From an optimization exercise on the open Yosys and OpenROAD flow, aimed at small area, a short achievable clock period and few clock cycles per item; shortcuts taken in it are not production practice. Where RTL was checked, it was by simulation tests only, not by an equivalence proof against the original. Function not checked in run 1: the RTL went through the layout flow alone.

==> flow/design.v, too long to show whole: its modules and the start of the top module <==
// module mac_fa: 10 lines
// module mac_ha: 9 lines
// module mac_pgb: 11 lines
// module mac_pgg: 8 lines
// module mac_accumulator: 2273 lines
module mac_accumulator #(
  parameter int WIDTH     = 25,
  parameter int ACC_WIDTH = 64
) (
  input  logic                 clk,
  input  logic                 rst,
  input  logic                 in_valid,
  output logic                 in_ready,
  input  logic [WIDTH-1:0]     in_a,
  input  logic [WIDTH-1:0]     in_x,
  input  logic                 in_last,
  output logic                 out_valid,
  input  logic                 out_ready,
  output logic [ACC_WIDTH-1:0] out_sum,
  output logic [15:0]          out_count,
  output logic                 out_ovf
);
  // ...
==> flow/flow/run.sh <==
#!/bin/bash
# The standard layout (standard.sh) with two changes: repair_timing aims for
# 8.0 ns of setup slack on the 12 ns clock (so the achieved period shrinks), and the
# port buffers that buffer_ports inserts use sky130_fd_sc_hd__buf_2.
set -euo pipefail
EXTRA='SETUP_SLACK_MARGIN=8.0 "BUFFER_PORTS_ARGS=-buffer_cell sky130_fd_sc_hd__buf_2"'
sed "s|^make -C |make $EXTRA -C |" standard.sh > standard_tuned.sh
bash standard_tuned.sh > flow_make.log 2>&1
==> flow/standard.sh <==
#!/bin/bash
# synth_recipe.tcl (not shown) runs the flow's synth.tcl, then flattens the netlist and writes it again
# the make line also repeats each setting of config.mk as NAME=value (left out here)
make -C /OpenROAD-flow-scripts/flow DESIGN_CONFIG=/design/flow/config.mk WORK_HOME=/design/flow/orfs CLKGATE_MAP_FILE= SYNTH_SCRIPT=/design/flow/synth_recipe.tcl "${@:-finish}"
==> flow/config.mk <==
export PLATFORM = sky130hd
export DESIGN_NAME = mac_accumulator
export DESIGN_NICKNAME = mac_accumulator
export VERILOG_FILES = /design/flow/design.v
export SDC_FILE = /design/flow/constraint.sdc
export NUM_CORES = 4
export LEC_CHECK = 0
export CAP_MARGIN = 20
export CORE_MARGIN = 2
export CORE_UTILIZATION = 40
export SLEW_MARGIN = 20
export SYNTH_HIERARCHICAL = 1
export SYNTH_MINIMUM_KEEP_SIZE = 0
==> flow/constraint.sdc <==
create_clock -name core_clock -period 12.0 [get_ports {clk}]
set_input_delay 2.4000 -clock core_clock [delete_from_list [all_inputs] [get_ports {clk}]]
set_output_delay 2.4000 -clock core_clock [all_outputs]
set_load 0.01 [all_outputs]
==> impl_results.md, run 1 <==
- Layout clock buffer count: 42
- Met2 Use GR: 0.331
- Post-DP HPWL: between 40 and 50 mm
- Cells after DPL: 3036
- Critical Path Max Stage Delay: 0.52 ns
- Worst hold path endpoint: l1
- Nonclk buf count: 231
- Most flops, register: acc
- Crit share post-route: 0.336
- Post-DR vias/cell: 5.76
- Critical Path Stages: 14
- Status: finished clean
- Final setup viols: 0
- Clock Pin Slew Worst Setup and Hold Paths: around 0.06 ns
- Gate Count Post-Synth: 2170
- Die span in x: 263 microns
- Metal3 WL: 6.46 mm
- H-tree Lvls: 2
- Pins Over Slew Limit: 0
- Place WS: 7.31 ns
- Post-CTS Setup Inserts: 13
- Layout Skew: 0.0235 ns
- FF/Latch Area: 9070 sq um
- Clock buf/inv share: 0.0432
- Comb_multi_in: 1615
==> run 2: changes to the inputs <==
--- a/flow/design.v
+++ b/flow/design.v
@@ -31,16 +31,40 @@
 module mac_pgg (
   input  logic gh,
   input  logic ph,
   input  logic gl,
   output logic g
 );
   assign g = gh | (ph & gl);
 endmodule
+module mac_x3 (
+  input  logic a,
+  input  logic b,
+  input  logic c,
+  output logic y
+);
+  assign y = a ^ b ^ c;
+endmodule
+module mac_mj (
+  input  logic a,
+  input  logic b,
+  input  logic c,
+  output logic y
+);
+  assign y = (a & b) | (a & c) | (b & c);
+endmodule
+module mac_mux2 (
+  input  logic s,
+  input  logic a,
+  input  logic b,
+  output logic y
+);
+  assign y = s ? a : b;
+endmodule
 module mac_accumulator #(
   parameter int WIDTH     = 25,
   parameter int ACC_WIDTH = 64
 ) (
   input  logic                 clk,
   input  logic                 rst,
   input  logic                 in_valid,
   output logic                 in_ready,
@@ -1846,17 +1870,16 @@
   end
   logic [63:0] acc;
   logic [15:0] cnt;
   logic        ovf;
   logic [49:0] g_lo, cs_s;
   logic [50:0] cs_c;
   logic [13:0] g_hi;
   logic [50:0] lo_sum;
-  logic        inc;
   logic [13:0] hi_p1;
   assign hi_p1 = g_hi + 14'd1;
   assign g_lo = cont ? acc[49:0] : 50'd0;
   assign g_hi = cont ? acc[63:50] : 14'd0;
   assign cs_c[0] = 1'b0;
   for (genvar j = 0; j < 50; j++) begin : g_csa
     mac_fa u_fa (.a(s1_ps[j]), .b(s1_pc[j]), .c(g_lo[j]), .s(cs_s[j]), .co(cs_c[j+1]));
   end
@@ -2290,22 +2313,35 @@
   assign lo_sum[43] = pa_p[43] ^ pg1195;
   assign lo_sum[44] = pa_p[44] ^ pg1196;
   assign lo_sum[45] = pa_p[45] ^ pg1197;
   assign lo_sum[46] = pa_p[46] ^ pg1198;
   assign lo_sum[47] = pa_p[47] ^ pg1199;
   assign lo_sum[48] = pa_p[48] ^ pg1200;
   assign lo_sum[49] = pa_p[49] ^ pg1201;
   assign lo_sum[50] = pg1202;
-  assign inc  = (cs_c[50] & lo_sum[50]) | (cs_c[50] & s1_d) | (lo_sum[50] & s1_d);
+  logic        inc_if_c, inc_if_nc, ovf_if_c, ovf_if_nc, hi_ones;
+  logic [13:0] hi_if_c, hi_if_nc, hi_d;
+  logic        ovf_d;
+  assign inc_if_c  = cs_c[50] | s1_d;
+  assign inc_if_nc = cs_c[50] & s1_d;
+  assign hi_ones   = &g_hi;
+  assign hi_if_c   = inc_if_c  ? hi_p1 : g_hi;
+  assign hi_if_nc  = inc_if_nc ? hi_p1 : g_hi;
+  assign ovf_if_c  = (ovf & cont) | (inc_if_c & hi_ones);
+  assign ovf_if_nc = (ovf & cont) | (inc_if_nc & hi_ones);
+  for (genvar k = 0; k < 14; k++) begin : g_hisel
+    mac_mux2 u_mux (.s(lo_sum[50]), .a(hi_if_c[k]), .b(hi_if_nc[k]), .y(hi_d[k]));
+  end
+  mac_mux2 u_ovf_mux (.s(lo_sum[50]), .a(ovf_if_c), .b(ovf_if_nc), .y(ovf_d));
   always_ff @(posedge clk) begin
     if (adv && v1) begin
       acc[49:0]  <= lo_sum[49:0];
-      acc[63:50] <= inc ? hi_p1 : g_hi;
-      ovf        <= (ovf & cont) | (inc & (&g_hi));
+      acc[63:50] <= hi_d;
+      ovf        <= ovf_d;
       cnt        <= cont ? ((&cnt) ? cnt : cnt + 16'd1) : 16'd1;
     end
   end
   assign out_valid = outv;
   assign out_sum   = acc;
   assign out_count = cnt;
   assign out_ovf   = ovf;
 endmodule
==> impl_results.md, run 2 <==
- Slew headroom: 0.151
- Critical setup path kind: reg -> reg
- GPL Wtd Cong: 0.861
- Antenna Nets Post-Route: 0
- Worst Path Arrival: 4.21 ns
- Least-Margin Pin Slew: 1.27 ns
- Reg2Reg Setup Slack: 8.07 ns
- Final WS setup: 8.07 ns
- CTS max path bufs: 3
- Worst hold path endpoint: l1
- Root buffer cell: clkbuf_16
- Cells after DPL: 3099 (+2.1%)
- Final setup viols: 0 (unchanged)
- # IOs: 138
- Crit path max fanout: 26
- Post-DR vias/cell: 5.79 (+0.52%)
- GRT Total Usage: 0.210
- R2r worst-path depth: 8
- 1st-pass router iterations: 6
- Final nets: 2764
- Clock Pin Slew Worst Setup and Hold Paths: 0.06 ns (about the same)
- YS warnings: 7
- Initial core utilization: 0.404
- Pin count of the biggest net entering global routing: 75
- RSZ-0062 raised after global routing: no
- Layout area overhead: 11.1%
- Final Hold Viols: 0
- Wire length per cell: 23.2 microns
- Vias: 18500
- Worst reg2reg path endpoint: s1_ps[24]
- Most common cell after layout, fill and taps aside: xnor2_1
- Max reg flops: 64
- Place WS: 7.42 ns (+0.113 ns)
- Clock Latency Late Sink: between 0.5 and 0.6 ns
- Fmax: 254 MHz
- Hold buffers post-CTS: 0
- Post-DP HPWL: 47.9 mm (+5.1%)
- CTS buffer count: 38
- Sink Count: 303
- CTS tree: done
- First-pass GRT wire length: 115 mm
- Fin Hold WS: about 0.42 ns
- Layout cell share with drive strength beyond 1: 0.146
- H-tree Lvls: 2 (unchanged)
- Cell Count, Final, Fillers Out: 3191
- Rows: 95
- Layout Skew: 0.0278 ns (+0.00422 ns)
- CP Data Required Time: 12.28 ns
- Drt drc: 0
- Commonest non-fill, non-tap cells in the layout: xnor2_1, fa_1, edfxtp_1
- Max-Cap Viols: 0
- Hold wc startpoint: l0
- CP startpoint kind: flop
- Post-route setup TNS: 0 ns
- Worst Hold Path Cells: 0
- Minimum clock period after layout: 3.93 ns
- Crit share post-route: 0.328 (-0.00857)
- Min-delay worst type: reg -> reg
- Initial DRC count: 1761
- Syn_area_per_cell: 12.2 sq um
- Initial antenna violation count: 0
- Core footprint: 67300 sq um
- Gr ovfl total: 0
- Origin of the critical flop-to-flop path: s0_a[10]
- Largest regs: acc x64, s1_ps x50, s1_pc x49
- Die area: approximately 70000 sq um
- DRT Wirelength: between 70 and 80 mm
- Die span in x: 265 microns (+0.81%)
- Port bufs: around 140
- Most flops, register: acc
- Die height: ~260 microns
- Number of global-route vias before repair: 20000
- Cell Area, Synth: 27200 sq um
- Gate Count Post-Synth: 2228 (+2.7%)
- Critical path capture point type: flop
- Status: finished clean
- Pins Over Slew Limit: 0 (unchanged)
## run 2: cell count changes in the layout (fill, tap and decap cells not counted), sizes merged, moves of 12 or more
cell	before	now
and2	155	140
buf	231	219
mux2	30	45
nand2	58	70
nor2	20	33
## run 2: worst max-delay path by stage
stage,from,slack (ns),to
floorplan,out_ready,7.59,acc[0]
global placement,cont,7.53,acc[56]
detailed placement,cont,7.42,acc[56]
CTS,cont,8.00,acc[56]
global route,s0_two[9],8.00,s1_ps[30]
finish,s0_a[10],8.07,s1_ps[24]
## run 2: layer usage
| layer | vias to the layer above | GRT usage | share of wire |
|---|---|---|---|
| met5 | - | 0 | 0 |
| met4 | 0 | 0.0650 | 0.026 |
| met3 | 172 | 0.0530 | 0.10 |
| met2 | 994 | 0.323 | 0.45 |
| met1 | 9348 | 0.293 | 0.43 |
| li1 | 7961 | - | - |
## run 2: layout make-up
class	instances	area, sq um
clock buffers	50	1060
flip-flops and latches	303	9070
well taps	873	1090
clock inverters	17	151
repair buffers	220	1420
multi-input cells	1671	17200
fillers	6188	37000
inverters	54	206
diodes	3	7.51
## run 2: what timing repair did
| action | 4_1_cts | 5_1_grt |
|---|---|---|
| hold endpoints to repair | 0 | 0 |
| setup endpoints to repair | 68 | 31 |
| buffers inserted | 5 | 14 |
| pin swaps | 2 | 2 |
| gates resized for setup | 6 | 3 |
| cloned | 3 | 0 |
## run 2: stage by stage
stage	util	area, sq um
floorplan	-	27300
global placement	0.427	28700
detailed placement	0.427	28700
CTS	0.447	30100
global route	0.449	30200
finish	0.449	30200
## run 2: critical path, stage by stage (launching register included)
cell	delay [ns]
edfxtp_1	0.33
buf_4	0.41
a22oi_1	0.19
xnor2_1	0.20
fa_1	0.62
fa_1	0.44
fa_1	0.48
fa_1	0.56
fa_1	0.42
Testbench counts of run 2, summed over its fixed seeds: cycles 16,312, beats 16,288.
==> run 3: changes to the inputs <==
==> flow/flow/run.sh (replaced) <==
#!/bin/bash
# The standard layout (standard.sh) with two changes: repair_timing aims for
# 7.7 ns of setup slack on the 12 ns clock (so the achieved period shrinks), and the
# port buffers that buffer_ports inserts use sky130_fd_sc_hd__buf_2.
set -euo pipefail
EXTRA='SETUP_SLACK_MARGIN=7.7 "BUFFER_PORTS_ARGS=-buffer_cell sky130_fd_sc_hd__buf_2"'
sed "s|^make -C |make $EXTRA -C |" standard.sh > standard_tuned.sh
bash standard_tuned.sh > flow_make.log 2>&1
==> impl_results.md, run 3 <==
- Initial antenna violation count: 1 (+1)
- Final nets: 2749 (-0.54%)
- # IOs: 138 (unchanged)
- Commonest non-fill, non-tap cells in the layout: xnor2_1, fa_1, edfxtp_1
- Gr ovfl total: 0 (unchanged)
- Initial core utilization: 0.404 (unchanged)
- GRT Total Usage: 0.206 (-0.00424)
- Clock Pin Slew Worst Setup and Hold Paths: 0.06 ns (about the same)
- CTS tree: done
- Most flops, register: acc
- Most common cell after layout, fill and taps aside: xnor2_1
- Die span in x: 265 microns (unchanged)
- Gate Count Post-Synth: 2228 (unchanged)
- Place WS: 7.39 ns (-0.0267 ns)
- Crit share post-route: 0.339 (+0.0117)
- Minimum clock period after layout: 4.07 ns (+0.141 ns)
- Die height: 265 microns (unchanged)
- Final setup viols: 0 (unchanged)
- Slew headroom: 0.242 (+0.0914)
- CP startpoint kind: flop
- Crit-path cells: and2_1 -> fa_1 -> ha_1 -> a21o_1 -> a21o_1 -> a21o_1 -> a21o_1 -> buf_4 -> a21o_4 -> a21o_4 -> mux2_4
- Pins Over Slew Limit: 0 (unchanged)
- Rows: 95 (unchanged)
- Final Hold Viols: 0 (unchanged)
- Post-DR vias/cell: 5.71 (-1.4%)
- Post-DP HPWL: 46.9 mm (-2.1%)
- Wire length per cell: 22.6 microns (-2.6%)
- Status: finished clean
- Vias: 18100 (-1.8%)
- H-tree Lvls: 2 (unchanged)
- Pin count of the biggest net entering global routing: 73 (-2.7%)
- CTS buffer count: 39 (+2.6%)
- Least-Margin Pin Slew: 1.14 ns (-0.137 ns)
- YS warnings: 7 (unchanged)
- CTS max path bufs: 3 (unchanged)
- GPL Wtd Cong: 0.838 (-2.8%)
- Fmax: 246 MHz (-3.5%)
- Cell Area, Synth: 27200 sq um (unchanged)
- Max-Cap Viols: 0 (unchanged)
- Die area: 70100 sq um (unchanged)
- DRT Wirelength: 71.8 mm (-3.0%)
- Cell mode on critical path: a21o_1
- Port bufs: 137 (unchanged)
- 1st-pass router iterations: 5 (-1)
- Final WS setup: 7.93 ns (-0.141 ns)
- Top delay family on crit path: compound AO/OA/AOI/OAI gates
- Worst path bufs/invs: 1 (unchanged)
- Max reg flops: 64 (unchanged)
- Min-delay worst type: reg -> reg
- Critical Path Max Stage Delay: 0.61 ns (about the same)
- Slowest-stage cell, CP: dfrtp_4
- Syn_area_per_cell: 12.2 sq um (unchanged)
- Root buffer cell: clkbuf_16
- Layout cell share with drive strength beyond 1: 0.142 (-0.00401)
- RSZ-0062 raised after global routing: no
- Initial DRC count: 1636 (-7.1%)
- Layout Skew: 0.0199 ns (-0.00791 ns)
- Sink Count: 303 (unchanged)
- First-pass GRT wire length: 114 mm (-1.6%)
- Drt drc: 0 (unchanged)
- Hold buffers post-CTS: 0 (unchanged)
- Post-route setup TNS: 0 ns (unchanged)
- Clock Latency Late Sink: 0.56 ns (about the same)
- CP Data Required Time: 12.31 ns (+0.03 ns)
- Core footprint: 67300 sq um (unchanged)
- Number of global-route vias before repair: 20000 (+0.15%)
- Antenna Nets Post-Route: 0 (unchanged)
- Crit path max fanout: 29 (+12%)
- Critical setup path kind: reg -> reg
- Largest regs: acc x64, s1_ps x50, s1_pc x49
- FILL cells: 6164 (-0.39%)
- Worst Path Arrival: 4.38 ns (+0.17 ns)
- Critical path capture point type: flop
- Layout area overhead: 10.5%
[run 3: changes by cell type in the layout (fill, tap and decap cells not counted), sizes merged]
cell      before  now
buf          219  206
clkinv        11   17
a21o         136  134
bufinv         2    4
clkinvlp       3    1
diode          3    1
inv           55   53
bufbuf         1    0
[run 3: worst register-to-register path, cell delays in order, from the launching register on]
cell and delay (ns):
dfrtp_4 0.61, and2_1 0.24, fa_1 0.44, ha_1 0.35, a21o_1 0.17, a21o_1 0.21
a21o_1 0.31, a21o_1 0.25, buf_4 0.21, a21o_4 0.34, a21o_4 0.35, mux2_4 0.34
[run 3: what timing repair did]
action	4_1_cts	5_1_grt
resized for setup	2	2
setup buffers	0	2
cloned	0	0
endpoints found under the setup margin	15	31
[run 3: per-layer routing]
metal | share of wire | up-vias | global-route usage
met1 | 0.43 | 9252 | 0.281
li1 | - | 7909 | -
met3 | 0.081 | 152 | 0.0385
met4 | 0.028 | 2 | 0.0693
met2 | 0.47 | 828 | 0.331
met5 | 0.00018 | - | 0
[run 3: path summary, 6_finish.rpt]
path | start | slack (ns) | cells after the start | endpoint
max reg2reg | cont | 7.93 | 11 | acc[59]
min | l0 | 0.43 | 0 | l1
min in group asynchronous | rst | 1.79 | 2 | v1
max | cont | 7.93 | 11 | acc[59]
max in group asynchronous | rst | 9.90 | 2 | in_ready_q
min reg2reg | l0 | 0.43 | 0 | l1
[run 3: through the flow]
step	instance area, sq um	cells	hold WS (ns)	utilization
after detailed placement	28700	3101	0.424	0.427
after floorplan	27300	2233	0.400	-
after CTS	30000	3172	0.434	0.446
after global routing	30100	3176	0.439	0.447
final	30100	3177	0.431	0.447
after global placement	28700	3101	0.406	0.427
[run 3: area by class of cell]
type	count	area [sq um]	share of cell area
Clock buffer	50	1070	0.0356
Inverter	54	206	0.00686
Antenna cell	1	2.50	0.0000832
Multi-Input combinational cell	1669	17200	0.572
Sequential cell	303	9070	0.302
Timing Repair Buffer	206	1230	0.0409
Clock inverter	21	211	0.00703
Tap cell	873	1090	0.0363
==> run 4: changes to the inputs <==
==> flow/flow/run.sh (replaced) <==
#!/bin/bash
# The standard layout (standard.sh) with two changes: repair_timing aims for
# 8.7 ns of setup slack on the 12 ns clock (so the achieved period shrinks), and the
# port buffers that buffer_ports inserts use sky130_fd_sc_hd__buf_2.
set -euo pipefail
EXTRA='SETUP_SLACK_MARGIN=8.7 "BUFFER_PORTS_ARGS=-buffer_cell sky130_fd_sc_hd__buf_2"'
sed "s|^make -C |make $EXTRA -C |" standard.sh > standard_tuned.sh
bash standard_tuned.sh > flow_make.log 2>&1
==> impl_results.md, run 4 <==
- CTS buffer count: 39 (unchanged)
- Max reg flops: 64 (unchanged)
- Cell Count, Final, Fillers Out: 3328 (+4.8%)
- Origin of the critical flop-to-flop path: s0_a[14]
- GRT Total Usage: 0.220 (+0.0136)
- Gate Count Post-Synth: 2228 (unchanged)
- Most flops, register: acc
- Drt drc: 0 (unchanged)
- Post-DP HPWL: 47.0 mm (+0.29%)
- Wire length per cell: 23.9 microns (+5.6%)
- Rows: 95 (unchanged)
- Crit path max fanout: 26 (-10%)
- Place WS: 7.61 ns (+0.220 ns)
- Critical setup path kind: reg -> reg
- Worst reg2reg path endpoint: s1_ps[26]
- Final setup viols: 0 (unchanged)
- Port bufs: 137 (unchanged)
- YS warnings: 7 (unchanged)
- Clock Latency Late Sink: 0.57 ns (about the same)
- GPL Wtd Cong: 0.872 (+4.1%)
- Gr ovfl total: 0 (unchanged)
- CP Data Required Time: 12.29 ns (-0.02 ns)
- Die height: 265 microns (unchanged)
- Clock Pin Slew Worst Setup and Hold Paths: 0.05 ns (about the same)
- Initial DRC count: 1664 (+1.7%)
- CP startpoint: s0_a[14]
- Number of global-route vias before repair: 20400 (+1.9%)
- Cell mode on critical path: fa_2
- Initial core utilization: 0.404 (unchanged)
- RSZ-0062 raised after global routing: yes
- Vias: 19200 (+5.6%)
- Final Hold Viols: 0 (unchanged)
- H-tree Lvls: 2 (unchanged)
- Fmax: 264 MHz (+7.6%)
- Post-route setup TNS: 0 ns (unchanged)
- Final nets: 2901 (+5.5%)
- Root buffer cell: clkbuf_16
- Max-Cap Viols: 0 (unchanged)
- Worst path bufs/invs: 1 (unchanged)
- Die area: 70100 sq um (unchanged)
- Critical Path Max Stage Delay: 0.59 ns (-0.02 ns)
- Pins Over Slew Limit: 0 (unchanged)
- Syn_area_per_cell: 12.2 sq um (unchanged)
- Worst Path Arrival: 4.08 ns (-0.30 ns)
- Crit share post-route: 0.316 (-0.0238)
- Most common cell after layout, fill and taps aside: edfxtp_1
- CP Capture Point: s1_ps[26]
- Sink Count: 303 (unchanged)
- Post-DR vias/cell: 5.76 (+0.84%)
- Layout cell share with drive strength beyond 1: 0.331 (+0.188)
- Die span in x: 265 microns (unchanged)
- ANT cells: 0 (-1)
- Slew headroom: 0.481 (+0.238)
- Min-delay worst type: reg -> reg
- Antenna Nets Post-Route: 0 (unchanged)
- CTS max path bufs: 3 (unchanged)
- Final WS setup: 8.21 ns (+0.286 ns)
- First-pass GRT wire length: 119 mm (+4.6%)
- Crit-path cells: buf_12 -> a22oi_2 -> xnor2_2 -> fa_2 -> fa_2 -> fa_2 -> fa_2 -> fa_2
- CTS tree: done
- CP startpoint kind: flop
- Slowest-stage cell, CP: fa_2
- Pin count of the biggest net entering global routing: 78 (+6.8%)
- Commonest non-fill, non-tap cells in the layout: edfxtp_1, xnor2_1, fa_1
- # IOs: 138 (unchanged)
- Critical path capture point type: flop
- Core footprint: 67300 sq um (unchanged)
- Critical Path Stages: 8 (-3)
- Reg2Reg Setup Slack: 8.21 ns (+0.29 ns)
- Layout Skew: 0.0350 ns (+0.0151 ns)
- Minimum clock period after layout: 3.79 ns (-0.286 ns)
- R2r worst-path depth: 8 (-3)
- Fin Hold WS: 0.430 ns (-0.00122 ns)
- Cell Area, Synth: 27200 sq um (unchanged)
- Largest regs: acc x64, s1_ps x50, s1_pc x49
- Initial antenna violation count: 2 (+1)
- Top delay family on crit path: adder cells
- Layout area overhead: 24.1%
- 1st-pass router iterations: 6 (+1)
- Status: finished clean
- Least-Margin Pin Slew: 0.779 ns (-0.357 ns)
- Cells after DPL: 3105 (+0.13%)
- DRT Wirelength: 79.4 mm (+11%)
[run 4: layout make-up]
| cell class | count | area (sq um) |
|---|---|---|
| Tap cell | 873 | 1090 |
| Inverter | 54 | 206 |
| Fill cell | 5785 | 33500 |
| Multi-Input combinational cell | 1673 | 18800 |
| Clock inverter | 24 | 240 |
| Timing Repair Buffer | 354 | 3340 |
| Sequential cell | 303 | 9070 |
| Clock buffer | 47 | 1030 |
[run 4: worst min path at each step]
stage	startpoint	end	depth (start not counted)
2_1_floorplan	l0	l1	0
3_3_place_gp	l0	l1	0
3_5_place_dp	l0	l1	0
4_1_cts	l0	l1	0
5_1_grt	l0	l1	0
6_report	l0	l1	0
[run 4: routing by layer]
| layer | part of all wire | global-route usage | vias to the layer above |
|---|---|---|---|
| li1 | - | - | 8247 |
| met1 | 0.41 | 0.293 | 9823 |
| met2 | 0.47 | 0.351 | 920 |
| met3 | 0.084 | 0.0474 | 175 |
| met4 | 0.033 | 0.0841 | 0 |
| met5 | 0 | 0 | - |
[run 4: per-stage QoR]
step | util | cell area, sq um
after CTS | 0.487 | 32700
after detailed placement | 0.438 | 29400
after floorplan | - | 28900
after global placement | 0.438 | 29400
final | 0.502 | 33800
after global routing | 0.502 | 33800
[run 4: what timing repair did]
| action | in CTS | in global routing |
|---|---|---|
| setup buffers | 93 | 37 |
| cloned | 16 | 6 |
| gates resized for setup | 207 | 129 |
| hold buffers | 0 | 0 |
| pin swaps | 60 | 97 |
| setup endpoints to repair | 458 | 277 |
==> run 5: changes to the inputs <==
==> flow/flow/run.sh (replaced) <==
#!/bin/bash
# The standard layout (standard.sh) with two changes: repair_timing aims for
# 8.5 ns of setup slack on the 12 ns clock (so the achieved period shrinks), and the
# port buffers that buffer_ports inserts use sky130_fd_sc_hd__buf_2.
set -euo pipefail
EXTRA='SETUP_SLACK_MARGIN=8.5 "BUFFER_PORTS_ARGS=-buffer_cell sky130_fd_sc_hd__buf_2"'
sed "s|^make -C |make $EXTRA -C |" standard.sh > standard_tuned.sh
bash standard_tuned.sh > flow_make.log 2>&1
==> impl_results.md, run 5 <==
- Status: finished clean
- Max reg flops: 64 (unchanged)
- Vias: 19100 (-0.38%)
- Layout cell share with drive strength beyond 1: 0.286 (-0.0448)
- Gate Count Post-Synth: 2228 (unchanged)
- Gr ovfl total: 0 (unchanged)
- # IOs: 138 (unchanged)
- Minimum clock period after layout: 3.74 ns (-0.0463 ns)
- CP startpoint kind: flop
- Rows: 95 (unchanged)
- CP Data Required Time: 12.29 ns (about the same)
- CTS max path bufs: 3 (unchanged)
- Die height: 265 microns (unchanged)
- Worst Path Arrival: 4.03 ns (-0.05 ns)
- Number of global-route vias before repair: 20700 (+1.2%)
- YS warnings: 7 (unchanged)
- Largest regs: acc x64, s1_ps x50, s1_pc x49
- Multi-input combinational cell area: 18300 sq um (-2.7%)
- First-pass GRT wire length: 120 mm (+0.81%)
- Die area: 70100 sq um (unchanged)
- Post-DP HPWL: 47.5 mm (+1.0%)
- Hold buffers post-CTS: 0 (unchanged)
- Fmax: 267 MHz (+1.2%)
- Commonest non-fill, non-tap cells in the layout: xnor2_1, edfxtp_1, fa_1
- Final Hold Viols: 0 (unchanged)
- Clock Pin Slew Worst Setup and Hold Paths: 0.06 ns (about the same)
- Final nets: 2894 (-0.24%)
- Final WS setup: 8.26 ns (+0.0463 ns)
- Post-route setup TNS: 0 ns (unchanged)
- Fin Hold WS: 0.428 ns (-0.00232 ns)
- Pin count of the biggest net entering global routing: 68 (-13%)
- GPL Wtd Cong: 0.846 (-3.0%)
- Initial core utilization: 0.404 (unchanged)
- Core footprint: 67300 sq um (unchanged)
- DRT Wirelength: 79.3 mm (-0.17%)
- Initial DRC count: 1770 (+6.4%)
- Drt drc: 0 (unchanged)
- Most common cell after layout, fill and taps aside: xnor2_1
- Pins Over Slew Limit: 0 (unchanged)
- CTS buffer count: 38 (-2.6%)
- Wire length per cell: 23.9 microns (+0.25%)
- Initial antenna violation count: 0 (-2)
- Crit path max fanout: 4 (-85%)
- Post-place instance area: 29100 sq um (-1.3%)
- ANT cells: 0 (unchanged)
- CP startpoint: s0_a[16]
- Worst Hold Path Cells: 0 (unchanged)
- Final core utilization: 0.493 (-0.00867)
- Fin area: 33200 sq um (-1.7%)
- Cell Area, Synth: 27200 sq um (unchanged)
- Hold wc startpoint: l0
- Crit-path cells: buf_6 -> buf_6 -> buf_16 -> a22oi_2 -> xnor2_2 -> fa_2 -> fa_1 -> fa_2 -> fa_2 -> fa_2
- Sink Count: 303 (unchanged)
- Crit share post-route: 0.312 (-0.00385)
- RSZ-0062 raised after global routing: yes
- Layout Skew: 0.0170 ns (-0.0180 ns)
- H-tree Lvls: 2 (unchanged)
- CTS tree: done
- Critical Path Max Stage Delay: 0.54 ns (-0.05 ns)
- Clock Latency Late Sink: 0.55 ns (-0.02 ns)
- FF/Latch Area: 9070 sq um (unchanged)
- Critical setup path kind: reg -> reg
- Port bufs: 137 (unchanged)
- Root buffer cell: clkbuf_16
- Max-Cap Viols: 0 (unchanged)
- Min-delay worst type: reg -> reg
- Least-Margin Pin Slew: 0.857 ns (+0.0782 ns)
- 1st-pass router iterations: 6 (unchanged)
- Cells after DPL: 3101 (-0.13%)
- Origin of the critical flop-to-flop path: s0_a[16]
- Die span in x: 265 microns (unchanged)
- R2r worst-path depth: 10 (+2)
- GRT Total Usage: 0.221 (+0.00168)
- Layout area overhead: 22.0%
- Syn_area_per_cell: 12.2 sq um (unchanged)
- Slew headroom: 0.429 (-0.0521)
- Cell mode on critical path: fa_2
- Slowest-stage cell, CP: fa_2
- Antenna Nets Post-Route: 0 (unchanged)
- Post-DR vias/cell: 5.76 (about the same)
- Most flops, register: acc
- Final setup viols: 0 (unchanged)
- Cell Count, Final, Fillers Out: 3314 (-0.42%)
- Place WS: 7.64 ns (+0.0244 ns)
- Critical path capture point type: flop
- FILL cells: 5897 (+1.9%)
## run 5: path summary, 6_finish.rpt
kind | to | slack [ns]
setup / recovery | s1_ps[29] | 8.26
hold / removal | l1 | 0.43
setup reg to reg | s1_ps[29] | 8.26
hold reg to reg | l1 | 0.43
max in group asynchronous | in_ready_q | 9.98
min in group asynchronous | v1 | 1.76
## run 5: layout make-up
class	instances	area share
clock buffer	46	0.0315
clock inverter	17	0.00626
inverter	54	0.00622
multi-input combinational	1673	0.551
sequential	303	0.273
tap	873	0.0329
timing repair buffer	348	0.0989
## run 5: metal layers
metal / routed length, microns / vias to the layer above / global-route usage
met3: 7040 / 187 / 0.0458
met4: 2500 / 0 / 0.0806
met5: 0 / - / 0
met1: 32900 / 9713 / 0.297
li1: - / 8232 / -
met2: 36900 / 960 / 0.356
## run 5: repair_timing
action | 4_1_cts | 5_1_grt
endpoints found under the setup margin | 309 | 317
buffers inserted | 95 | 36
pin swaps | 69 | 64
gates resized for setup | 212 | 114
cloned | 11 | 7
## run 5: critical path: cells and delay by family (launching register included)
kind                       cells  cell delay, ns
buffers and inverters          3            0.41
AOI/OAI and AO/OA              1            0.17
DFF                            1            0.46
adders and majority gates      5            2.29
xor gates and xnor gates       1            0.15
==> run 6: changes to the inputs <==
==> flow/flow/run.sh (replaced) <==
#!/bin/bash
# The standard layout (standard.sh) with two changes: repair_timing aims for
# 8.3 ns of setup slack on the 12 ns clock (so the achieved period shrinks), and the
# port buffers that buffer_ports inserts use sky130_fd_sc_hd__buf_2.
set -euo pipefail
EXTRA='SETUP_SLACK_MARGIN=8.3 "BUFFER_PORTS_ARGS=-buffer_cell sky130_fd_sc_hd__buf_2"'
sed "s|^make -C |make $EXTRA -C |" standard.sh > standard_tuned.sh
bash standard_tuned.sh > flow_make.log 2>&1
--- a/flow/config.mk
+++ b/flow/config.mk
@@ -8,5 +8,5 @@
 export CAP_MARGIN = 20
 export CORE_MARGIN = 2
-export CORE_UTILIZATION = 40
+export CORE_UTILIZATION = 55
 export SLEW_MARGIN = 20
 export SYNTH_HIERARCHICAL = 1
==> impl_results.md, run 6 <==
- Critical path capture point type: flop
- Wire length per cell: 24.6 microns (+2.7%)
- Least-Margin Pin Slew: 0.771 ns (-0.0862 ns)
- Final Hold Viols: 0 (unchanged)
- Gate Count Post-Synth: 2228 (unchanged)
- Core footprint: 48800 sq um (-27%)
- Layout Skew: 0.0207 ns (+0.00370 ns)
- Clock Pin Slew Worst Setup and Hold Paths: 0.06 ns (about the same)
- Final setup viols: 0 (unchanged)
- Minimum clock period after layout: 3.72 ns (-0.0198 ns)
- YS warnings: 7 (unchanged)
- Largest regs: acc x64, s1_ps x50, s1_pc x49
- Drt drc: 0 (unchanged)
- H-tree Lvls: 2 (unchanged)
- Worst Path Arrival: 4.03 ns (about the same)
- Worst path bufs/invs: 1 (-2)
- Max-Cap Viols: 0 (unchanged)
- Crit path max fanout: 19 (+15)
- Status: finished clean
- Fmax: 269 MHz (+0.53%)
- DRT Wirelength: 73.7 mm (-7.0%)
- Initial DRC count: 1742 (-1.6%)
- FILL cells: 3812 (-35%)
- Die area: 51300 sq um (-27%)
- Post-DR vias/cell: 6.20 (+7.6%)
- FF/Latch Area: 9070 sq um (about the same)
- Reg2Reg Setup Slack: 8.28 ns (+0.02 ns)
- Rows: 81 (-15%)
- Multi-input combinational cell area: 17700 sq um (-3.2%)
- RSZ-0062 raised after global routing: yes
- Most common cell after layout, fill and taps aside: xnor2_1
- GPL Wtd Cong: 0.849 (+0.33%)
- Slew headroom: 0.486 (+0.0575)
- Initial antenna violation count: 0 (unchanged)
- Crit-path cells: buf_12 -> and2_1 -> fa_1 -> ha_1 -> and2_1 -> a21o_1 -> a21o_4 -> a21o_4 -> a21o_4 -> a21o_4 -> mux2_4
- Antenna Nets Post-Route: 0 (unchanged)
- Worst reg2reg path endpoint: acc[59]
- Commonest non-fill, non-tap cells in the layout: xnor2_1, fa_1, edfxtp_1
- ANT cells: 0 (unchanged)
- CTS tree: done
- Die span in x: 226 microns (-14%)
- Pin count of the biggest net entering global routing: 73 (+7.4%)
- Worst hold path endpoint: l1
- Origin of the critical flop-to-flop path: cont
- CTS buffer count: 38 (unchanged)
- Port bufs: 137 (unchanged)
- Post-route setup TNS: 0 ns (unchanged)
- Layout cell share with drive strength beyond 1: 0.189 (-0.0965)
- Worst Hold Path Cells: 0 (unchanged)
- Top delay family on crit path: compound AO/OA/AOI/OAI gates
- GRT Total Usage: 0.294 (+0.0721)
- Cell Area, Synth: 27200 sq um (unchanged)
- Max reg flops: 64 (unchanged)
- Number of global-route vias before repair: 19500 (-5.6%)
- Pins Over Slew Limit: 0 (unchanged)
- CP startpoint kind: flop
- Final core utilization: 0.638 (+0.145)
- Cell mode on critical path: a21o_4
- Hold wc startpoint: l0
- Syn_area_per_cell: 12.2 sq um (unchanged)
- Slowest-stage cell, CP: dfrtp_2
- 1st-pass router iterations: 6 (unchanged)
- Critical setup path kind: reg -> reg
- Clock Latency Late Sink: 0.56 ns (about the same)
- Hold buffers post-CTS: 0 (unchanged)
- Most flops, register: acc
- # IOs: 138 (unchanged)
- Die height: 226 microns (-14%)
- Crit share post-route: 0.310 (-0.00165)
- First-pass GRT wire length: 114 mm (-5.0%)
- Vias: 18600 (-2.5%)
- Critical Path Max Stage Delay: 0.50 ns (-0.04 ns)
- Sink Count: 303 (unchanged)
- Layout area overhead: 14.6%
- Min-delay worst type: reg -> reg
- Post-DP HPWL: 45.4 mm (-4.5%)
- Final nets: 2785 (-3.8%)
- Initial core utilization: 0.557 (+0.153)
- CTS max path bufs: 3 (unchanged)
- Root buffer cell: clkbuf_16
- Gr ovfl total: 0 (unchanged)
- CP Data Required Time: 12.31 ns (+0.02 ns)
- R2r worst-path depth: 11 (+1)
run 6: routing by layer:
metal  routed length, microns  vias up  global-route usage  part of all wire
met2                    33300      991               0.449              0.45
met4                     1960        0              0.0883             0.027
met5                        0        -                   0                 0
li1                         -     8005                   -                 -
met3                     7050      156              0.0636             0.096
met1                    31400     9458               0.422              0.43
run 6: what timing repair did:
item / CTS / global route
pin swaps: 9 / 16
resized for setup: 38 / 142
gates cloned: 5 / 1
setup buffers: 30 / 7
endpoints found under the setup margin: 220 / 200
run 6: layout make-up:
cell class / count / area share
Sequential cell: 303 / 0.291
Clock inverter: 24 / 0.0111
Multi-Input combinational cell: 1671 / 0.567
Tap cell: 664 / 0.0267
Timing Repair Buffer: 241 / 0.0651
Inverter: 54 / 0.00662
Clock buffer: 45 / 0.0320
run 6: worst register-to-register path, stage by stage, from the launching register on:
cell     delay, ns
dfrtp_2       0.50
buf_12        0.19
and2_1        0.19
fa_1          0.44
ha_1          0.34
and2_1        0.17
a21o_1        0.25
a21o_4        0.27
a21o_4        0.27
a21o_4        0.25
a21o_4        0.29
mux2_4        0.32
run 6: worst max path at each step:
stage	start	end	slack [ns]	cells after the start
2_1_floorplan	out_ready	acc[0]	7.59	4
3_3_place_gp	out_ready	acc[12]	7.39	6
3_5_place_dp	out_ready	acc[14]	7.36	6
4_1_cts	s0_a[10]	s1_ps[24]	8.28	8
5_1_grt	cont	acc[57]	8.22	11
6_report	cont	acc[59]	8.28	11
run 6: metrics by stage:
stage                     area [sq um]  std cells  hold WS [ns]  setup WS [ns]
after floorplan                  27400       2233         0.400           7.59
after global placement           28500       2888         0.407           7.39
after detailed placement         28500       2888         0.415           7.36
after CTS                        30500       2992         0.429           8.28
after global routing             31200       3002         0.444           8.22
final                            31200       3002         0.429           8.28
==> run 7: changes to the inputs <==
--- a/flow/config.mk
+++ b/flow/config.mk
@@ -8,5 +8,6 @@
 export CAP_MARGIN = 20
 export CORE_MARGIN = 2
-export CORE_UTILIZATION = 55
+export CORE_UTILIZATION = 40
+export PLACE_DENSITY = 0.75
 export SLEW_MARGIN = 20
 export SYNTH_HIERARCHICAL = 1
==> impl_results.md, run 7 <==
- Min-delay worst type: reg -> reg
- 1st-pass router iterations: 6 (unchanged)
- Pin count of the biggest net entering global routing: 85 (+16%)
- Top delay family on crit path: adder cells
- FILL cells: 5851 (+53%)
- CTS tree: done
- GRT Total Usage: 0.212 (-0.0814)
- Final nets: 2790 (+0.18%)
- Die area: 70100 sq um (+37%)
- Die span in x: 265 microns (+17%)
- Hold buffers post-CTS: 0 (unchanged)
- Metal3 WL: 8.40 mm (+19%)
- First-pass GRT wire length: 117 mm (+2.4%)
- Commonest non-fill, non-tap cells in the layout: xnor2_1, fa_1, edfxtp_1
- Root buffer cell: clkbuf_16
- CTS max path bufs: 3 (unchanged)
- Antenna Nets Post-Route: 0 (unchanged)
- CP Data Required Time: 12.29 ns (-0.02 ns)
- Status: finished clean
- Critical setup path kind: reg -> reg
- GPL Wtd Cong: 0.914 (+7.7%)
- Least-Margin Pin Slew: 1.00 ns (+0.232 ns)
- Gr ovfl total: 0 (unchanged)
- Cell Area, Synth: 27200 sq um (unchanged)
- Initial antenna violation count: 8 (+8)
- Critical path capture point type: flop
- Layout cell share with drive strength beyond 1: 0.192 (+0.00230)
- YS warnings: 7 (unchanged)
- Initial core utilization: 0.404 (-0.153)
- DRT Wirelength: 75.5 mm (+2.4%)
- Die height: 265 microns (+17%)
- Core footprint: 67300 sq um (+38%)
- Syn_area_per_cell: 12.2 sq um (unchanged)
- Crit-path cells: buf_6 -> a22oi_2 -> xnor2_1 -> fa_1 -> fa_1 -> fa_1 -> fa_1 -> fa_2
- Clock Latency Late Sink: 0.55 ns (about the same)
- WL met1: 28.3 mm (-9.8%)
- Minimum clock period after layout: 3.76 ns (+0.0440 ns)
- Gate Count Post-Synth: 2228 (unchanged)
- Max-Cap Viols: 0 (unchanged)
- Top layer in use: met5
- Rows: 95 (+17%)
- Port bufs: 137 (unchanged)
- RSZ-0062 raised after global routing: yes
- Layout area overhead: 14.9%
- Number of global-route vias before repair: 21000 (+7.5%)
- Critical Path Max Stage Delay: 0.54 ns (+0.04 ns)
- Post-DR vias/cell: 6.01 (-3.1%)
- Sink Count: 303 (unchanged)
- Layout Skew: 0.0153 ns (-0.00536 ns)
- Met2 wire len: 35.2 mm (+5.7%)
- Final Hold Viols: 0 (unchanged)
- H-tree Lvls: 2 (unchanged)
- Max reg flops: 64 (unchanged)
- Fmax: 266 MHz (-1.2%)
- CP startpoint kind: flop
- Cell Count, Final, Fillers Out: 3213 (+7.0%)
- Crit path max fanout: 26 (+7)
- Slew headroom: 0.329 (-0.157)
- Initial DRC count: 2253 (+29%)
- Final setup viols: 0 (unchanged)
- Vias: 19300 (+3.7%)
- Crit share post-route: 0.314 (+0.00367)
- Clock Pin Slew Worst Setup and Hold Paths: 0.07 ns (about the same)
- Most flops, register: acc
- Wire length per cell: 23.5 microns (-4.3%)
- Most common cell after layout, fill and taps aside: xnor2_1
- Slowest-stage cell, CP: fa_1
- CTS buffer count: 35 (-7.9%)
- Pins Over Slew Limit: 0 (unchanged)
- Final core utilization: 0.465 (-0.174)
- Largest regs: acc x64, s1_ps x50, s1_pc x49
- Fin Hold WS: 0.425 ns (-0.00357 ns)
- Post-route setup TNS: 0 ns (unchanged)
- Drt drc: 0 (unchanged)
- # IOs: 138 (unchanged)
- Cells after DPL: 3095 (+7.2%)
- Post-DP HPWL: 46.6 mm (+2.6%)
- Worst Path Arrival: 4.06 ns (+0.03 ns)
- Worst path bufs/invs: 1 (unchanged)
- Cell mode on critical path: fa_1
## run 7: layout make-up
| class | count | area [sq um] | share of cell area |
|---|---|---|---|
| clock buffer | 45 | 966 | 0.0309 |
| sequential | 303 | 9070 | 0.290 |
| tap | 873 | 1090 | 0.0349 |
| clock inverter | 14 | 144 | 0.00460 |
| timing repair buffer | 249 | 2000 | 0.0639 |
| multi-input combinational | 1671 | 17800 | 0.569 |
| antenna | 4 | 10.0 | 0.000320 |
| inverter | 54 | 206 | 0.00660 |
## run 7: stage by stage
step                      cell area (sq um)  setup slack (ns)
after detailed placement              28800              7.06
final                                 31300              8.24
after CTS                             30500              8.30
after global routing                  31300              8.23
after floorplan                       27400              7.59
after global placement                28700              7.15
## run 7: worst paths after layout
check / cells after the start / to / start / slack, ns
min in group asynchronous: 2 / v0 / rst / 1.76
max in group asynchronous: 2 / in_ready_q / rst / 9.99
worst min-delay path: 0 / l1 / l0 / 0.43
worst max register to register: 8 / s1_ps[23] / s0_a[17] / 8.24
worst min register to register: 0 / l1 / l0 / 0.43
worst max-delay path: 8 / s1_ps[23] / s0_a[17] / 8.24
## run 7: repair_timing
| item | in CTS | in global routing |
|---|---|---|
| resized for setup | 45 | 117 |
| setup buffers | 38 | 13 |
| cloned | 4 | 0 |
| pin swaps | 13 | 34 |
| setup endpoints to repair | 167 | 175 |
## run 7: layer usage
metal,up-vias,GRT usage
met5,-,0
met4,10,0.0960
met3,348,0.0614
met2,1320,0.346
met1,9616,0.261
li1,8005,-
==> run 8: changes to the inputs <==
--- a/flow/config.mk
+++ b/flow/config.mk
@@ -9,5 +9,4 @@
 export CORE_MARGIN = 2
 export CORE_UTILIZATION = 40
-export PLACE_DENSITY = 0.75
 export SLEW_MARGIN = 20
 export SYNTH_HIERARCHICAL = 1
==> impl_results.md, run 8 <==
- Status: finished clean
- Pins Over Slew Limit: 0 (unchanged)
- Post-route setup TNS: 0 ns (unchanged)
- Fmax: 270 MHz (+1.6%)
- Number of global-route vias before repair: 20200 (-3.6%)
- Initial core utilization: 0.404 (unchanged)
- Cell mode on critical path: fa_1
- FILL cells: 6011 (+2.7%)
- Die height: 265 microns (unchanged)
- Initial DRC count: 1641 (-27%)
- Wire length per cell: 23.8 microns (+1.1%)
- H-tree Lvls: 2 (unchanged)
- Gr ovfl total: 0 (unchanged)
- Worst path bufs/invs: 1 (unchanged)
- Pin count of the biggest net entering global routing: 74 (-13%)
- CTS tree: done
- Root buffer cell: clkbuf_16
- Post-DP HPWL: 47.0 mm (+1.0%)
- Most common cell after layout, fill and taps aside: xnor2_1
- # IOs: 138 (unchanged)
- Minimum clock period after layout: 3.70 ns (-0.0598 ns)
- Clock Pin Slew Worst Setup and Hold Paths: 0.06 ns (about the same)
- Max-Cap Viols: 0 (unchanged)
- Critical Path Max Stage Delay: 0.54 ns (about the same)
- Critical path capture point type: flop
- CTS max path bufs: 3 (unchanged)
- Crit share post-route: 0.309 (-0.00499)
- Cell Area, Synth: 27200 sq um (unchanged)
- ANT cells: 0 (-4)
- Reg2Reg Setup Slack: 8.30 ns (+0.06 ns)
- Final nets: 2792 (+0.072%)
- Post-DR vias/cell: 5.78 (-3.7%)
- Syn_area_per_cell: 12.2 sq um (unchanged)
- Crit path max fanout: 13 (-50%)
- Antenna Nets Post-Route: 0 (unchanged)
- CTS buffer count: 40 (+14%)
- Final setup viols: 0 (unchanged)
- FF/Latch Area: 9070 sq um (unchanged)
- Port bufs: 137 (unchanged)
- First-pass GRT wire length: 117 mm (+0.21%)
- Rows: 95 (unchanged)
- Drt drc: 0 (unchanged)
- Commonest non-fill, non-tap cells in the layout: xnor2_1, fa_1, edfxtp_1
- Min-delay worst type: reg -> reg
- Initial antenna violation count: 3 (-5)
- RSZ-0062 raised after global routing: yes
- Vias: 18600 (-3.5%)
- CP startpoint kind: flop
- DRT Wirelength: 76.5 mm (+1.3%)
- Clock Latency Late Sink: 0.60 ns (+0.05 ns)
- Layout Skew: 0.0394 ns (+0.0240 ns)
- Slew headroom: 0.381 (+0.0511)
- Final Hold Viols: 0 (unchanged)
- CP Data Required Time: 12.30 ns (about the same)
- Most flops, register: acc
- Max reg flops: 64 (unchanged)
- Sink Count: 303 (unchanged)
- Top delay family on crit path: adder cells
- GPL Wtd Cong: 0.844 (-7.7%)
- Largest regs: acc x64, s1_ps x50, s1_pc x49
- YS warnings: 7 (unchanged)
- Crit-path cells: buf_12 -> a22oi_2 -> xnor2_1 -> fa_2 -> fa_1 -> fa_1 -> fa_1 -> fa_1
- Layout cell share with drive strength beyond 1: 0.201 (+0.00950)
- Least-Margin Pin Slew: 0.929 ns (-0.0735 ns)
- 1st-pass router iterations: 6 (unchanged)
- GRT Total Usage: 0.214 (+0.00182)
- Slowest-stage cell, CP: fa_1
- Multi-input combinational cell area: 17800 sq um (+0.40%)
- Critical setup path kind: reg -> reg
- Die span in x: 265 microns (unchanged)
- Die area: 70100 sq um (unchanged)
- Core footprint: 67300 sq um (unchanged)
- Layout area overhead: 16.1%
- Worst Path Arrival: 4.00 ns (-0.06 ns)
- Gate Count Post-Synth: 2228 (unchanged)
run 8: changes by cell type in the layout (fill, tap and decap cells not counted), moves of 3 or more:
cell	previous run	this run
buf_12	15	19
buf_4	46	33
a22oi_2	31	54
a22oi_1	257	234
clkinv_8	0	3
diode_2	4	0
clkbuf_16	37	46
ha_1	81	86
buf_8	10	14
ha_4	21	16
run 8: routing by layer:
metal  global-route usage  vias up  share of wire
met1                0.287     9437           0.41
li1                     -     8021              -
met4               0.0753        4          0.032
met5                    0        -        0.00027
met3               0.0479      181          0.094
met2                0.341      973           0.46
run 8: cell type report:
cell class,instances,share of cell area
inverters,54,0.00654
repair buffers,244,0.0663
flip-flops and latches,303,0.287
multi-input cells,1673,0.565
well taps,873,0.0346
clock buffers,49,0.0328
clock inverters,22,0.00784
run 8: final timing paths:
| check | startpoint | endpoint | cells past startpoint |
|---|---|---|---|
| max | s0_a[22] | s1_ps[29] | 8 |
| min | l0 | l1 | 0 |
| max reg2reg | s0_a[22] | s1_ps[29] | 8 |
| min reg2reg | l0 | l1 | 0 |
| max in group asynchronous | rst | in_ready_q | 2 |
| min in group asynchronous | rst | v1 | 2 |
run 8: what timing repair did:
action / CTS / global route
gates cloned: 4 / 8
setup endpoints to repair: 145 / 109
pin swaps: 3 / 24
buffers inserted: 17 / 16
hold buffers: 0 / 0
resized for setup: 41 / 184
run 8: stage by stage:
stage | util | hold slack (ns) | setup WS [ns] | area, sq um | std cells
3_5_place_dp | 0.428 | 0.417 | 7.45 | 28800 | 3102
4_1_cts | 0.453 | 0.430 | 8.30 | 30500 | 3194
3_3_place_gp | 0.428 | 0.410 | 7.50 | 28800 | 3100
6_report | 0.470 | 0.429 | 8.30 | 31600 | 3218
5_1_grt | 0.470 | 0.443 | 8.23 | 31600 | 3218
2_1_floorplan | - | 0.400 | 7.59 | 27400 | 2233
==> run 9: changes to the inputs <==
--- a/flow/config.mk
+++ b/flow/config.mk
@@ -9,4 +9,6 @@
 export CORE_MARGIN = 2
 export CORE_UTILIZATION = 40
+export CTS_CLUSTER_DIAMETER = 100
+export CTS_CLUSTER_SIZE = 20
 export SLEW_MARGIN = 20
 export SYNTH_HIERARCHICAL = 1
==> impl_results.md, run 9 <==
- Status: finished clean
- Met2 wire len: 34.6 mm (-2.6%)
- Pins Over Slew Limit: 0 (unchanged)
- Layout Skew: 0.0246 ns (-0.0148 ns)
- CTS tree: done
- CTS buffer count: 21 (-48%)
- Die area: 70100 sq um (unchanged)
- Post-route setup TNS: 0 ns (unchanged)
- ANT cells: 0 (unchanged)
- Port bufs: 137 (unchanged)
- Vias: 18400 (-1.1%)
- Crit-path cells: buf_12 -> buf_16 -> and2_1 -> fa_1 -> ha_4 -> a21o_1 -> a21o_1 -> a21o_1 -> a21o_4 -> a21o_4 -> a21o_4 -> mux2_4
- Drt drc: 0 (unchanged)
- Largest regs: acc x64, s1_ps x50, s1_pc x49
- First-pass GRT wire length: 117 mm (about the same)
- FILL cells: 6087 (+1.3%)
- Initial antenna violation count: 2 (-1)
- Min-delay worst type: reg -> reg
- Post-DP HPWL: 47.0 mm (unchanged)
- Initial DRC count: 1544 (-5.9%)
- Pin count of the biggest net entering global routing: 74 (unchanged)
- DRT Wirelength: 75.4 mm (-1.4%)
- # IOs: 138 (unchanged)
- Critical Path Max Stage Delay: 0.54 ns (about the same)
- Syn_area_per_cell: 12.2 sq um (unchanged)
- Max reg flops: 64 (unchanged)
- CP startpoint kind: flop
- YS warnings: 7 (unchanged)
- Initial core utilization: 0.404 (unchanged)
- Least-Margin Pin Slew: 0.925 ns (-0.00423 ns)
- Layout area overhead: 13.0%
- CP Data Required Time: 12.32 ns (+0.02 ns)
- Cell Area, Synth: 27200 sq um (unchanged)
- Slew headroom: 0.383 (+0.00282)
- Gr ovfl total: 0 (unchanged)
- Top layer in use: met5
- Sink Count: 303 (unchanged)
- Crit path max fanout: 18 (+5)
- Minimum clock period after layout: 3.71 ns (+0.000950 ns)
- Worst path bufs/invs: 2 (+1)
- Die height: 265 microns (unchanged)
- Die span in x: 265 microns (unchanged)
- Critical path capture point type: flop
- Crit share post-route: 0.309 (about the same)
- Final Hold Viols: 0 (unchanged)
- H-tree Lvls: 1 (-1)
- Antenna Nets Post-Route: 0 (unchanged)
- 1st-pass router iterations: 6 (unchanged)
- Metal3 WL: 6.89 mm (-3.8%)
- Most flops, register: acc
- Core footprint: 67300 sq um (unchanged)
- Clock Pin Slew Worst Setup and Hold Paths: 0.08 ns (+0.02 ns)
- Slowest-stage cell, CP: fa_1
- Final setup viols: 0 (unchanged)
- Critical setup path kind: reg -> reg
- Commonest non-fill, non-tap cells in the layout: xnor2_1, fa_1, edfxtp_1
- Root buffer cell: clkbuf_16
- Fmax: 270 MHz (about the same)
- RSZ-0062 raised after global routing: yes
- Layout cell share with drive strength beyond 1: 0.186 (-0.0150)
- Final nets: 2767 (-0.90%)
- Wire length per cell: 23.7 microns (about the same)
- Max-Cap Viols: 0 (unchanged)
- Worst Path Arrival: 4.03 ns (+0.03 ns)
- Rows: 95 (unchanged)
- Top delay family on crit path: compound AO/OA/AOI/OAI gates
- GPL Wtd Cong: 0.844 (unchanged)
- Clock Latency Late Sink: 0.57 ns (-0.03 ns)
- Post-DR vias/cell: 5.80 (+0.17%)
- Gate Count Post-Synth: 2228 (unchanged)
- GRT Total Usage: 0.213 (-0.000936)
- Most common cell after layout, fill and taps aside: xnor2_1
- CTS max path bufs: 3 (unchanged)
- Number of global-route vias before repair: 20100 (-0.74%)
- WL met1: 31.2 mm (-0.59%)
- Hold buffers post-CTS: 0 (unchanged)
==> run 9: worst paths after layout <==
kind	endpoint	slack [ns]	from	cells after the start
setup / recovery	acc[54]	8.29	cont	12
hold / removal	l1	0.44	l0	0
setup reg to reg	acc[54]	8.29	cont	12
hold reg to reg	l1	0.44	l0	0
max in group asynchronous	in_ready_q	10.02	rst	2
min in group asynchronous	v0	1.73	rst	2
==> run 9: what timing repair did <==
item	in CTS	in global routing
pin swaps	13	19
gates cloned	5	2
buffers inserted	19	12
endpoints found under the setup margin	166	108
resized for setup	45	141
==> run 9: cell type report <==
cell class	instances	area, sq um	area share
clock buffers	26	554	0.0180
flip-flops and latches	303	9070	0.295
clock inverters	9	104	0.00338
well taps	873	1090	0.0355
multi-input cells	1672	17800	0.579
repair buffers	239	1930	0.0626
inverters	54	206	0.00671
==> run 9: stage by stage <==
stage | cells | worst slack (ns) | utilization | hold WS, ns | cell area [sq um]
after global placement | 3100 | 7.50 | 0.428 | 0.410 | 28800
after floorplan | 2233 | 7.59 | - | 0.400 | 27400
final | 3176 | 8.29 | 0.457 | 0.437 | 30800
after detailed placement | 3102 | 7.45 | 0.428 | 0.417 | 28800
after CTS | 3161 | 8.30 | 0.445 | 0.439 | 29900
after global routing | 3176 | 8.22 | 0.457 | 0.453 | 30800
==> run 9: worst reg2reg max path, cell delays in order, from the launching register on <==
cell and delay, ns:
dfrtp_2 0.51, buf_12 0.18, buf_16 0.17, and2_1 0.17, fa_1 0.54, ha_4 0.23
a21o_1 0.19, a21o_1 0.23, a21o_1 0.20, a21o_4 0.21, a21o_4 0.22, a21o_4 0.30
mux2_4 0.32
==> run 9: per-layer routing <==
metal / up-vias / global-route usage
li1: 7941 / -
met1: 9367 / 0.289
met2: 881 / 0.339
met3: 212 / 0.0437
met4: 4 / 0.0759
met5: - / 0
==> run 10: changes to the inputs <==
--- a/flow/config.mk
+++ b/flow/config.mk
@@ -9,6 +9,6 @@
 export CORE_MARGIN = 2
 export CORE_UTILIZATION = 40
-export CTS_CLUSTER_DIAMETER = 100
-export CTS_CLUSTER_SIZE = 20
+export CTS_CLUSTER_DIAMETER = 160
+export CTS_CLUSTER_SIZE = 25
 export SLEW_MARGIN = 20
 export SYNTH_HIERARCHICAL = 1
==> impl_results.md, run 10 <==
- Crit path max fanout: 26 (+8)
- Cell Count, Final, Fillers Out: 3156 (-0.63%)
- Slew headroom: 0.384 (+0.000877)
- Least-Margin Pin Slew: 0.924 ns (-0.00132 ns)
- RSZ-0062 raised after global routing: yes
- Rows: 95 (unchanged)
- Global-route met3 utilization: 0.0445 (+0.000836)
- DRT Wirelength: 74.7 mm (-0.91%)
- CP Data Required Time: 12.29 ns (-0.03 ns)
- Critical setup path kind: reg -> reg
- Reg2Reg Setup Slack: 8.31 ns (+0.02 ns)
- Met2 Use GR: 0.337 (-0.00163)
- # IOs: 138 (unchanged)
- Final nets: 2754 (-0.47%)
- Minimum clock period after layout: 3.69 ns (-0.0200 ns)
- Crit-path cells: buf_12 -> a22oi_2 -> xnor2_1 -> fa_1 -> fa_1 -> fa_1 -> fa_1 -> fa_1
- Hold buffers post-CTS: 0 (unchanged)
- Port bufs: 137 (unchanged)
- Die height: 265 microns (unchanged)
- CTS max path bufs: 3 (unchanged)
- Final core utilization: 0.454 (-0.00307)
- H-tree Lvls: 1 (unchanged)
- Critical path capture point type: flop
- Largest regs: acc x64, s1_ps x50, s1_pc x49
- Gate Count Post-Synth: 2228 (unchanged)
- Grt met1 use: 0.286 (-0.00358)
- Final WS setup: 8.31 ns (+0.0200 ns)
- Place WS: 7.45 ns (unchanged)
- YS warnings: 7 (unchanged)
- Max-Cap Viols: 0 (unchanged)
- Fmax: 271 MHz (+0.54%)
- Pins Over Slew Limit: 0 (unchanged)
- Initial core utilization: 0.404 (unchanged)
- Final setup viols: 0 (unchanged)
- Wire length per cell: 23.7 microns (-0.28%)
- Die area: 70100 sq um (unchanged)
- Syn_area_per_cell: 12.2 sq um (unchanged)
- Number of global-route vias before repair: 20000 (-0.54%)
- Clock Pin Slew Worst Setup and Hold Paths: 0.10 ns (+0.02 ns)
- Post-route setup TNS: 0 ns (unchanged)
- Critical Path Max Stage Delay: 0.57 ns (+0.03 ns)
- Most flops, register: acc
- Cells after DPL: 3102 (unchanged)
- Post-DR vias/cell: 5.79 (about the same)
- Most common cell after layout, fill and taps aside: xnor2_1
- CTS tree: done
- Gr ovfl total: 0 (unchanged)
- Drt drc: 0 (unchanged)
- Clock Latency Late Sink: 0.54 ns (-0.03 ns)
- Layout area overhead: 12.3%
- Max reg flops: 64 (unchanged)
- ANT cells: 0 (unchanged)
- Top Usage Layer GRT: met2
- Post-DP HPWL: 47.0 mm (unchanged)
- Commonest non-fill, non-tap cells in the layout: xnor2_1, fa_1, edfxtp_1
- Vias: 18300 (-0.65%)
- Worst Path Arrival: 3.97 ns (-0.06 ns)
- Cell mode on critical path: fa_1
- Origin of the critical flop-to-flop path: s0_a[22]
- Cell Area, Synth: 27200 sq um (unchanged)
- Sink Count: 303 (unchanged)
- Layout cell share with drive strength beyond 1: 0.176 (-0.0106)
- Worst hold path endpoint: l1
- Slowest-stage cell, CP: fa_1
- R2r worst-path depth: 8 (-4)
- Crit share post-route: 0.307 (-0.00167)
- Die span in x: 265 microns (unchanged)
- 1st-pass router iterations: 6 (unchanged)
- CTS buffer count: 16 (-24%)
- First-pass GRT wire length: 116 mm (-1.1%)
- CP startpoint kind: flop
- Core footprint: 67300 sq um (unchanged)
- Initial DRC count: 1623 (+5.1%)
- Status: finished clean
- Hold wc startpoint: l0
- Root buffer cell: clkbuf_16
- GPL Wtd Cong: 0.844 (unchanged)
- GRT Total Usage: 0.211 (-0.00233)
- Worst Hold Path Cells: 0 (unchanged)
- Final Hold Viols: 0 (unchanged)
- Min-delay worst type: reg -> reg
- Layout Skew: 0.0319 ns (+0.00734 ns)
- Worst reg2reg path endpoint: s1_ps[29]
- Antenna Nets Post-Route: 0 (unchanged)
- Initial antenna violation count: 2 (unchanged)
- Pin count of the biggest net entering global routing: 74 (unchanged)
-- run 10: critical path, delay by kind of cell, from the launching register on --
family                     cells  cell delay [ns]
adders and majority gates      5             2.45
DFF                            1             0.45
buffers and inverters          1             0.21
AOI/OAI and AO/OA              1             0.21
xor gates and xnor gates       1             0.11
-- run 10: metal layers --
metal / wire length [microns] / part of all wire
met1: 31600 / 0.42
met4: 1790 / 0.024
met2: 34800 / 0.47
met3: 6500 / 0.087
met5: 21 / 0.00028
-- run 10: cell type report --
cell class / instances / area, sq um
clock buffers: 21 / 440
clock inverters: 2 / 50.0
fillers: 6099 / 36700
inverters: 54 / 206
multi-input cells: 1672 / 17700
flip-flops and latches: 303 / 9070
well taps: 873 / 1090
repair buffers: 231 / 2000
-- run 10: what timing repair did --
action,in CTS,in global routing
pin swaps,3,29
setup buffers,15,7
endpoints found under the setup margin,163,123
gates resized for setup,35,169
gates cloned,4,5
-- run 10: worst max-delay path by stage --
stage | cells after the start | endpoint | startpoint
final | 8 | s1_ps[29] | s0_a[22]
after global routing | 8 | s1_ps[29] | s0_two[6]
after CTS | 8 | s1_ps[25] | s0_one[0]
after detailed placement | 5 | acc[15] | out_ready
after global placement | 5 | acc[14] | out_ready
after floorplan | 4 | acc[0] | out_ready
-- run 10: metrics by stage --
stage               instance area [sq um]  hold WS, ns
CTS                                 29600        0.441
finish                              30500        0.439
floorplan                           27400        0.400
detailed placement                  28800        0.417
global route                        30500        0.456
global placement                    28800        0.410

[re-timing with driven ports]
Ports are ideal in the flow. The routed layouts listed here were re-timed in OpenROAD. Step 1 assumes that a clkbuf_16 drives the clock port and a buf_2 every other input. Step 2 moves the port delays by t, midway between the first and last clock arrival at a register: inputs arrive t later, outputs are due t later. That takes back most of the time a late clock gives input paths. a / b / c = no drivers / after step 1 / after step 2; a / b = the first two.
run | t, ns | slack for setup (ns) | clock arrival spread, ns | pins driven straight from the clock port
run 1 | 0.611 | 7.965 / 7.965 / 7.706 | 0.023 / 0.024 | 1
run 2 | 0.611 | 8.068 / 8.068 / 7.728 | 0.029 / 0.029 | 1
run 3 | 0.609 | 7.927 / 7.927 / 7.685 | 0.020 / 0.020 | 1
run 4 | 0.615 | 8.213 / 8.213 / 8.172 | 0.035 / 0.035 | 1
run 5 | 0.605 | 8.260 / 8.260 / 8.070 | 0.018 / 0.018 | 1
run 6 | 0.615 | 8.279 / 8.274 / 7.898 | 0.021 / 0.021 | 1
run 7 | 0.607 | 8.235 / 8.235 / 7.899 | 0.015 / 0.015 | 1
run 8 | 0.636 | 8.295 / 8.269 / 7.855 | 0.040 / 0.040 | 1
run 9 | 0.615 | 8.294 / 8.285 / 7.843 | 0.026 / 0.026 | 1
run 10 | 0.589 | 8.314 / 8.284 / 7.884 | 0.033 / 0.033 | 1
After both steps setup and hold are still met in every run listed. For run 9, which loses most, drivers alone change the setup slack by -0.009 ns; drivers and shift together by -0.451 ns.
